What follows belongs to an exercise in optimizing a design on an open flow for a short achievable clock period; a production flow would make more cautious choices. Function was checked by simulation only, so behaviour that the tests miss may differ from the original. The flow treats the clock pin as an ideal source, which a real chip does not have. Power is estimated from default activity; no workload was simulated.

==> flow/design.v (excerpt) <==
module core_complex_fabric
(
  input  logic     clk_i,
  input  logic     rst_ni,
  input  offload_pkg::acc_req_t acc_req_i,
  input  logic     acc_valid_i,
  output logic     acc_ready_o,
  output offload_pkg::acc_rsp_t acc_rsp_o,
  output logic     acc_rsp_valid_o,
  input  logic     acc_rsp_ready_i,
  output offload_pkg::acc_req_t fpu_req_o,
  output logic     fpu_valid_o,
  input  logic     fpu_ready_i,
  input  offload_pkg::acc_rsp_t fpu_rsp_i,
  input  logic     fpu_rsp_valid_i,
  output logic     fpu_rsp_ready_o,
  output offload_pkg::acc_req_t hive_req_o,
  output logic     hive_valid_o,
  input  logic     hive_ready_i,
  input  offload_pkg::acc_rsp_t hive_rsp_i,
  input  logic     hive_rsp_valid_i,
  output logic     hive_rsp_ready_o,
  input  offload_pkg::addr_t    tcdm_base_i,
  input  offload_pkg::mem_req_t core_req_i,
  input  logic     core_valid_i,
  output logic     core_ready_o,
  output offload_pkg::mem_rsp_t core_rsp_o,
  output logic     core_rsp_valid_o,
  output offload_pkg::mem_req_t tcdm_req_o,
  output logic     tcdm_valid_o,
  input  logic     tcdm_ready_i,
  input  offload_pkg::mem_rsp_t tcdm_rsp_i,
  input  logic     tcdm_rsp_valid_i,
  output logic     tcdm_rsp_ready_o,
  output offload_pkg::mem_req_t soc_req_o,
  output logic     soc_valid_o,
  input  logic     soc_ready_i,
  input  offload_pkg::mem_rsp_t soc_rsp_i,
  input  logic     soc_rsp_valid_i,
  output logic     soc_rsp_ready_o
);
Size in the first run: ~4,700 cells after synthesis, about 1,400 flip-flops, roughly 880 I/O pins, ~54,000 sq um of cells after synthesis.
export LEC_CHECK = 0
export ABC_CLOCK_PERIOD_IN_PS = 2500
export CAP_MARGIN = 20
export CORE_MARGIN = 2
export CORE_UTILIZATION = 40
export GPL_ROUTABILITY_DRIVEN = 0
export SETUP_SLACK_MARGIN = 2.2
export SLEW_MARGIN = 20
export SYNTH_HIERARCHICAL = 1
export TNS_END_PERCENT = 100
create_clock -name core_clock -period 5.0 [get_ports {clk_i}]
standard.sh (not shown) runs the stock make flow with config.mk's settings and CLKGATE_MAP_FILE= SYNTH_SCRIPT=/design/flow/synth_recipe.tcl, a recipe that flattens the netlist after the stock synthesis.
==> flow/flow/run.sh <==
#!/bin/bash
# Own layout flow: the standard synthesis unchanged, then the
# standard ORFS layout with
#  - sizing not tied to cell footprints (MATCH_CELL_FOOTPRINT=0),
#  - delay cells kept out of the layout (added to DONT_USE_CELLS), and
#    the port buffers made of plain buffers (BUFFER_PORTS_ARGS),
#  - the ports of the memory window compare kept together (io.tcl),
#  - a greedy gate-sizing pass after CTS and after global routing
#    (post_cts.tcl, post_grt.tcl, sizer.tcl).
# Each step's full output goes to a log in this folder (and ORFS's own
# per-step logs under orfs/logs).
set -euo pipefail
cd "$(dirname "$0")/.."
W=$PWD

# 1. Standard synthesis, unchanged
bash standard.sh synth > "$W/log_synth.txt" 2>&1

# 2. Layout: the standard make command with extra settings
export DONT_USE_CELLS="sky130_fd_sc_hd__clkdlybuf4s15_1 sky130_fd_sc_hd__clkdlybuf4s15_2 sky130_fd_sc_hd__clkdlybuf4s18_1 sky130_fd_sc_hd__clkdlybuf4s18_2 sky130_fd_sc_hd__clkdlybuf4s25_1 sky130_fd_sc_hd__clkdlybuf4s25_2 sky130_fd_sc_hd__clkdlybuf4s50_1 sky130_fd_sc_hd__clkdlybuf4s50_2 sky130_fd_sc_hd__dlymetal6s2s_1 sky130_fd_sc_hd__dlymetal6s4s_1 sky130_fd_sc_hd__dlymetal6s6s_1 sky130_fd_sc_hd__dlygate4sd1_1 sky130_fd_sc_hd__dlygate4sd2_1 sky130_fd_sc_hd__dlygate4sd3_1"
export BUFFER_PORTS_ARGS="-buffer_cell sky130_fd_sc_hd__buf_4"
export PRE_IO_PLACEMENT_TCL="$W/flow/io.tcl"
export POST_CTS_TCL="$W/flow/post_cts.tcl"
export POST_GLOBAL_ROUTE_TCL="$W/flow/post_grt.tcl"
sed "s|\"\${@:-finish}\"|MATCH_CELL_FOOTPRINT=0 \"\${@:-finish}\"|" standard.sh > "$W/layout.sh"
bash "$W/layout.sh" finish > "$W/log_layout.txt" 2>&1
==> flow/flow/io.tcl <==
# Keep the ports of the memory route's window compare together on the
# die edge, so the compare logic sits next to all of them: the address
# and base bit pairs on both sides, the valid, readies and the three
# outputs in the middle.
set crit {}
for {set i 17} {$i <= 23} {incr i} {
  lappend crit "core_req_i\[[expr {$i + 37}]\]" "tcdm_base_i\[$i\]"
}
lappend crit core_valid_i tcdm_ready_i core_ready_o tcdm_valid_o soc_valid_o soc_ready_i
for {set i 24} {$i <= 31} {incr i} {
  lappend crit "core_req_i\[[expr {$i + 37}]\]" "tcdm_base_i\[$i\]"
}
set_io_pin_constraint -group -order -pin_names $crit
Other scripts of this flow, unchanged in this note and not shown: flow/flow/post_cts.tcl, flow/flow/post_grt.tcl, flow/flow/sizer.tcl
The baseline went through all stages and came out clean.
==> next run, changes <==
==> flow/flow/io.tcl (replaced) <==
# Keep the ports of the memory route's window compare together on the
# die edge, so the compare logic sits next to all of them.
set crit {}
for {set i 17} {$i <= 31} {incr i} {
  lappend crit "core_req_i\[[expr {$i + 37}]\]" "tcdm_base_i\[$i\]"
}
lappend crit core_valid_i tcdm_ready_i soc_ready_i core_ready_o tcdm_valid_o soc_valid_o
set_io_pin_constraint -group -order -pin_names $crit
Settings changed: GPL_ROUTABILITY_DRIVEN 0 to unset.
What happened: Cell area went down by 0.50%; sequential power hardly moves; area after synthesis stays the same; combinational power drops by about 3%; cell count barely changes.
==> next run, changes <==
==> flow/flow/io.tcl (replaced) <==
# Keep the ports of the memory route's window compare together on the
# die edge, so the compare logic sits next to all of them: the address
# and base bit pairs on both sides, the valid, readies and the three
# outputs in the middle.
set crit {}
for {set i 17} {$i <= 23} {incr i} {
  lappend crit "core_req_i\[[expr {$i + 37}]\]" "tcdm_base_i\[$i\]"
}
lappend crit core_valid_i tcdm_ready_i core_ready_o tcdm_valid_o soc_valid_o soc_ready_i
for {set i 24} {$i <= 31} {incr i} {
  lappend crit "core_req_i\[[expr {$i + 37}]\]" "tcdm_base_i\[$i\]"
}
set_io_pin_constraint -group -order -pin_names $crit
Settings changed: SETUP_SLACK_MARGIN 2.2 to 2.35.
=>
- global-route usage barely changes
- power stays flat
- worst setup slack improves by 0.012 ns

core_complex_fabric again, from the RTL that the note above started with.
## core_complex_fabric
module core_complex_fabric
(
  input  logic     clk_i,
  input  logic     rst_ni,
  input  offload_pkg::acc_req_t acc_req_i,
  input  logic     acc_valid_i,
  output logic     acc_ready_o,
  output offload_pkg::acc_rsp_t acc_rsp_o,
  output logic     acc_rsp_valid_o,
  input  logic     acc_rsp_ready_i,
  output offload_pkg::acc_req_t fpu_req_o,
  output logic     fpu_valid_o,
  input  logic     fpu_ready_i,
  input  offload_pkg::acc_rsp_t fpu_rsp_i,
  input  logic     fpu_rsp_valid_i,
  output logic     fpu_rsp_ready_o,
  output offload_pkg::acc_req_t hive_req_o,
  output logic     hive_valid_o,
  input  logic     hive_ready_i,
  input  offload_pkg::acc_rsp_t hive_rsp_i,
  input  logic     hive_rsp_valid_i,
  output logic     hive_rsp_ready_o,
  input  offload_pkg::addr_t    tcdm_base_i,
  input  offload_pkg::mem_req_t core_req_i,
  input  logic     core_valid_i,
  output logic     core_ready_o,
  output offload_pkg::mem_rsp_t core_rsp_o,
  output logic     core_rsp_valid_o,
  output offload_pkg::mem_req_t tcdm_req_o,
  output logic     tcdm_valid_o,
  input  logic     tcdm_ready_i,
  input  offload_pkg::mem_rsp_t tcdm_rsp_i,
  input  logic     tcdm_rsp_valid_i,
  output logic     tcdm_rsp_ready_o,
  output offload_pkg::mem_req_t soc_req_o,
  output logic     soc_valid_o,
  input  logic     soc_ready_i,
  input  offload_pkg::mem_rsp_t soc_rsp_i,
  input  logic     soc_rsp_valid_i,
  output logic     soc_rsp_ready_o
);
Settings: LEC_CHECK=0, ABC_CLOCK_PERIOD_IN_PS=2500, CAP_MARGIN=20, CORE_MARGIN=2, CORE_UTILIZATION=40, SETUP_SLACK_MARGIN=2.2, SLEW_MARGIN=20, SYNTH_HIERARCHICAL=1, TNS_END_PERCENT=100; clock period 5.0 ns.
==> flow/flow/post_cts.tcl <==
# After CTS and its timing repair: greedy sizing on the worst paths,
# then legalize.
source [file join [file dirname [info script]] sizer.tcl]
estimate_parasitics -placement
puts "bench post_cts start ws [worst_slack -max]"
my_greedy_size 6 3 {estimate_parasitics -placement}
detailed_placement
check_placement -verbose
estimate_parasitics -placement
puts "bench post_cts end ws [worst_slack -max]"
==> flow/flow/post_grt.tcl <==
# After global routing and its timing repair: greedy sizing with the
# global-route parasitics, then legalize, route the changed nets and
# write the guides again.
source [file join [file dirname [info script]] sizer.tcl]
puts "bench post_grt start ws [worst_slack -max]"
global_route -start_incremental
my_greedy_size 6 3 {estimate_parasitics -global_routing}
detailed_placement
global_route -end_incremental -congestion_report_file $::env(REPORTS_DIR)/congestion_post_bench_size.rpt
estimate_parasitics -global_routing
check_placement -verbose
puts "bench post_grt end ws [worst_slack -max]"
write_guides $::env(RESULTS_DIR)/route.guide
Scripts as last shown in full above: flow/flow/run.sh
Other scripts of this flow, unchanged in this note and not shown: flow/flow/io.tcl, flow/flow/sizer.tcl
Rerun with:
--- a/flow/flow/post_cts.tcl
+++ b/flow/flow/post_cts.tcl
@@ -6 +6 @@
-my_greedy_size 6 3 {estimate_parasitics -placement}
+my_greedy_size 12 1 {estimate_parasitics -placement}
--- a/flow/flow/post_grt.tcl
+++ b/flow/flow/post_grt.tcl
@@ -7 +7 @@
-my_greedy_size 6 3 {estimate_parasitics -global_routing}
+my_greedy_size 12 1 {estimate_parasitics -global_routing}
=> Register-to-register slack got worse by 0.02 ns. Routed wire length stays flat. Power is about the same. Global-route usage stays the same. Via count stays flat. Cell count does not change. Fmax stays flat. First-iteration DRC count shrinks slightly. Worst setup slack is about the same.

== PW ==
core_complex_fabric, a different RTL version from the one above (not shown whole).
Size in the first run: ~5600 cells after synthesis, roughly 880 I/O pins, about 54000 sq um of cells after synthesis.
clock: 5.0 ns
lec_check: 0
abc_clock_period_in_ps: 2500
cap_margin: 20
core_margin: 2
core_utilization: 40
setup_slack_margin: 2.5
slew_margin: 20
synth_hierarchical: 1
tns_end_percent: 0
Scripts as last shown in full above: flow/flow/run.sh
Other scripts of this flow, unchanged in this note and not shown: flow/flow/io.tcl, flow/flow/post_cts.tcl, flow/flow/post_grt.tcl, flow/flow/sizer.tcl
In summary, PW completed successfully, with a layout that passed the timing, design-rule and antenna checks.
Edits applied to the flow inputs when going from PW to AL:
# PW
export LEC_CHECK = 0
export ABC_CLOCK_PERIOD_IN_PS = 2500
export CAP_MARGIN = 20
export CORE_MARGIN = 2
export CORE_UTILIZATION = 40
export SETUP_SLACK_MARGIN = 2.5
export SLEW_MARGIN = 20
export SYNTH_HIERARCHICAL = 1
export TNS_END_PERCENT = 0
create_clock -name core_clock -period 5.0 [get_ports {clk_i}]
# AL
export LEC_CHECK = 0
export ABC_CLOCK_PERIOD_IN_PS = 2500
export CAP_MARGIN = 20
export CORE_MARGIN = 2
export CORE_UTILIZATION = 40
export SETUP_SLACK_MARGIN = 2.2
export SLEW_MARGIN = 20
export SYNTH_HIERARCHICAL = 1
export TNS_END_PERCENT = 100
create_clock -name core_clock -period 5.0 [get_ports {clk_i}]
### Flow results
Initial antenna violation count down 6 in AL wrt PW
In the reports for AL and PW, the smaller routed wire length belongs to PW.
Overall via count from detail_route: AL vs PW, no meaningful difference

lane 1:
Another version of the RTL of core_complex_fabric (not shown whole).
Size: about 1,300 flip-flops, about 880 I/O pins, ~51,000 um^2 of cells after synthesis.
Design core_complex_fabric, start of the top module:
module core_complex_fabric
(
  input  logic     clk_i,
  input  logic     rst_ni,
  input  offload_pkg::acc_req_t acc_req_i,
  input  logic     acc_valid_i,
  output logic     acc_ready_o,
  output offload_pkg::acc_rsp_t acc_rsp_o,
  output logic     acc_rsp_valid_o,
  input  logic     acc_rsp_ready_i,
  output offload_pkg::acc_req_t fpu_req_o,
  output logic     fpu_valid_o,
  input  logic     fpu_ready_i,
  input  offload_pkg::acc_rsp_t fpu_rsp_i,
  input  logic     fpu_rsp_valid_i,
  output logic     fpu_rsp_ready_o,
  output offload_pkg::acc_req_t hive_req_o,
  output logic     hive_valid_o,
  input  logic     hive_ready_i,
  input  offload_pkg::acc_rsp_t hive_rsp_i,
  input  logic     hive_rsp_valid_i,
  output logic     hive_rsp_ready_o,
  input  offload_pkg::addr_t    tcdm_base_i,
  input  offload_pkg::mem_req_t core_req_i,
  input  logic     core_valid_i,
  output logic     core_ready_o,
  output offload_pkg::mem_rsp_t core_rsp_o,
  output logic     core_rsp_valid_o,
  output offload_pkg::mem_req_t tcdm_req_o,
  output logic     tcdm_valid_o,
  input  logic     tcdm_ready_i,
  input  offload_pkg::mem_rsp_t tcdm_rsp_i,
  input  logic     tcdm_rsp_valid_i,
  output logic     tcdm_rsp_ready_o,
  output offload_pkg::mem_req_t soc_req_o,
  output logic     soc_valid_o,
  input  logic     soc_ready_i,
  input  offload_pkg::mem_rsp_t soc_rsp_i,
  input  logic     soc_rsp_valid_i,
  output logic     soc_rsp_ready_o
);
clock: 5.0 ns
lec_check: 0
abc_clock_period_in_ps: 2500
cap_margin: 20
core_margin: 2
core_utilization: 40
setup_slack_margin: 2.5
slew_margin: 20
synth_hierarchical: 1
run.sh (not shown) runs the stock make flow with config.mk's settings and CLKGATE_MAP_FILE= SYNTH_SCRIPT=/design/flow/synth_recipe.tcl, a recipe that flattens the netlist after the stock synthesis.
Stock flow here: none of the scripts above is used.
Input-level comparison between lane 2 and lane 1:
==> flow/flow/run.sh (new file) <==
#!/bin/bash
# Own layout flow: the standard synthesis unchanged, then the
# standard ORFS layout with sizing not tied to cell footprints, so that
# the timing repair may swap port buffers and gates between cell
# families. Each step's full output goes to a log in this folder.
set -euo pipefail
cd "$(dirname "$0")/.."
W=$PWD

# 1. Standard synthesis, unchanged
bash standard.sh synth > "$W/log_synth.txt" 2>&1

# 2. Layout: the standard make command with extra settings
EXTRA="MATCH_CELL_FOOTPRINT=0"
if [[ -f "$W/flow/io.tcl" ]]; then
  EXTRA="$EXTRA PRE_IO_PLACEMENT_TCL=$W/flow/io.tcl"
fi
sed "s|\"\${@:-finish}\"|$EXTRA \"\${@:-finish}\"|" standard.sh > "$W/layout.sh"
bash "$W/layout.sh" finish > "$W/log_layout.txt" 2>&1
==> flow/standard.sh (new file) <==
#!/bin/bash
# synth_recipe.tcl (not shown) runs the flow's synth.tcl, then flattens the netlist and writes it again
# the make line also repeats each setting of config.mk as NAME=value (left out here)
make -C /OpenROAD-flow-scripts/flow DESIGN_CONFIG=/design/flow/config.mk WORK_HOME=/design/flow/orfs CLKGATE_MAP_FILE= SYNTH_SCRIPT=/design/flow/synth_recipe.tcl "${@:-finish}"
removed: flow/run.sh
## What came out
Comparing lane 1 and lane 2, number of diodes added for antenna fixing is higher on lane 1.
Lane 2 vs. lane 1: leakage power figure grew by 0.0031 uW; global-route usage was more or less identical; number of global-route vias before repair shows a reduction of 341; buffer share of cell area +1.7 points.
Between lane 2 and lane 1, the endpoint required time on the critical path does not differ in any meaningful way.
Fraction of area in registers: lane 2 vs lane 1 down 0.84 points
Going from lane 1 to lane 2, design area saw an increase; cell depth of the worst setup path fell 1.
Diff lane 2..lane 1 | overall power of the completed layout | negligible
Higher routed length on met1 was reported by lane 1, not lane 2.

-- static timing again, ports no longer ideal --
How much do the figures lean on ideal ports? The routed layouts below were timed once more, with nothing changed but the port constraints. Step 1 (the two cells are an assumption about what drives the block):
set clk [get_ports {clk_i}]
set_driving_cell -lib_cell sky130_fd_sc_hd__clkbuf_16 $clk
set_driving_cell -lib_cell sky130_fd_sc_hd__buf_2 [delete_from_list [all_inputs] $clk]
Step 2 adds t to the input delays and takes it off the output delays; t is the mean of the earliest and latest rising clock arrival at the registers after step 1. Input paths then give back, and output paths get back, about the clock's delay inside the block. a / b / c = no drivers / after step 1 / after step 2; a / b = the first two.
run	t (ns)	setup slack, ns	worst hold slack (ns)	slew at the worst register clock pin (ns)	cell pins on the clock port's net
the first run of note 1	0.845	2.110 / 2.069 / 1.476	0.411 / 0.411 / 0.411	0.06 / 0.06	1
the second run of note 1	0.837	2.076 / 2.031 / 1.612	0.406 / 0.406 / 0.406	0.06 / 0.06	1
the third run of note 1	0.839	2.088 / 2.028 / 1.632	0.415 / 0.415 / 0.415	0.07 / 0.07	1
the first run of note 2	0.845	2.108 / 2.068 / 1.477	0.410 / 0.410 / 0.410	0.06 / 0.06	1
the second run of note 2	0.845	2.110 / 2.069 / 1.476	0.411 / 0.411 / 0.411	0.06 / 0.06	1
PW	0.845	2.058 / 2.004 / 1.284	0.357 / 0.357 / 0.357	0.06 / 0.06	1
AL	0.849	2.079 / 2.016 / 1.488	0.370 / 0.370 / 0.370	0.06 / 0.06	1
lane 1	0.834	1.822 / 1.763 / 1.304	0.406 / 0.406 / 0.406	0.07 / 0.07	1
lane 2	0.831	1.787 / 1.714 / 1.314	0.398 / 0.398 / 0.398	0.07 / 0.07	1
After both steps every run listed still meets setup and hold. The setup slack of PW, which loses most, moves by -0.054 ns with the drivers and by -0.774 ns with both steps.
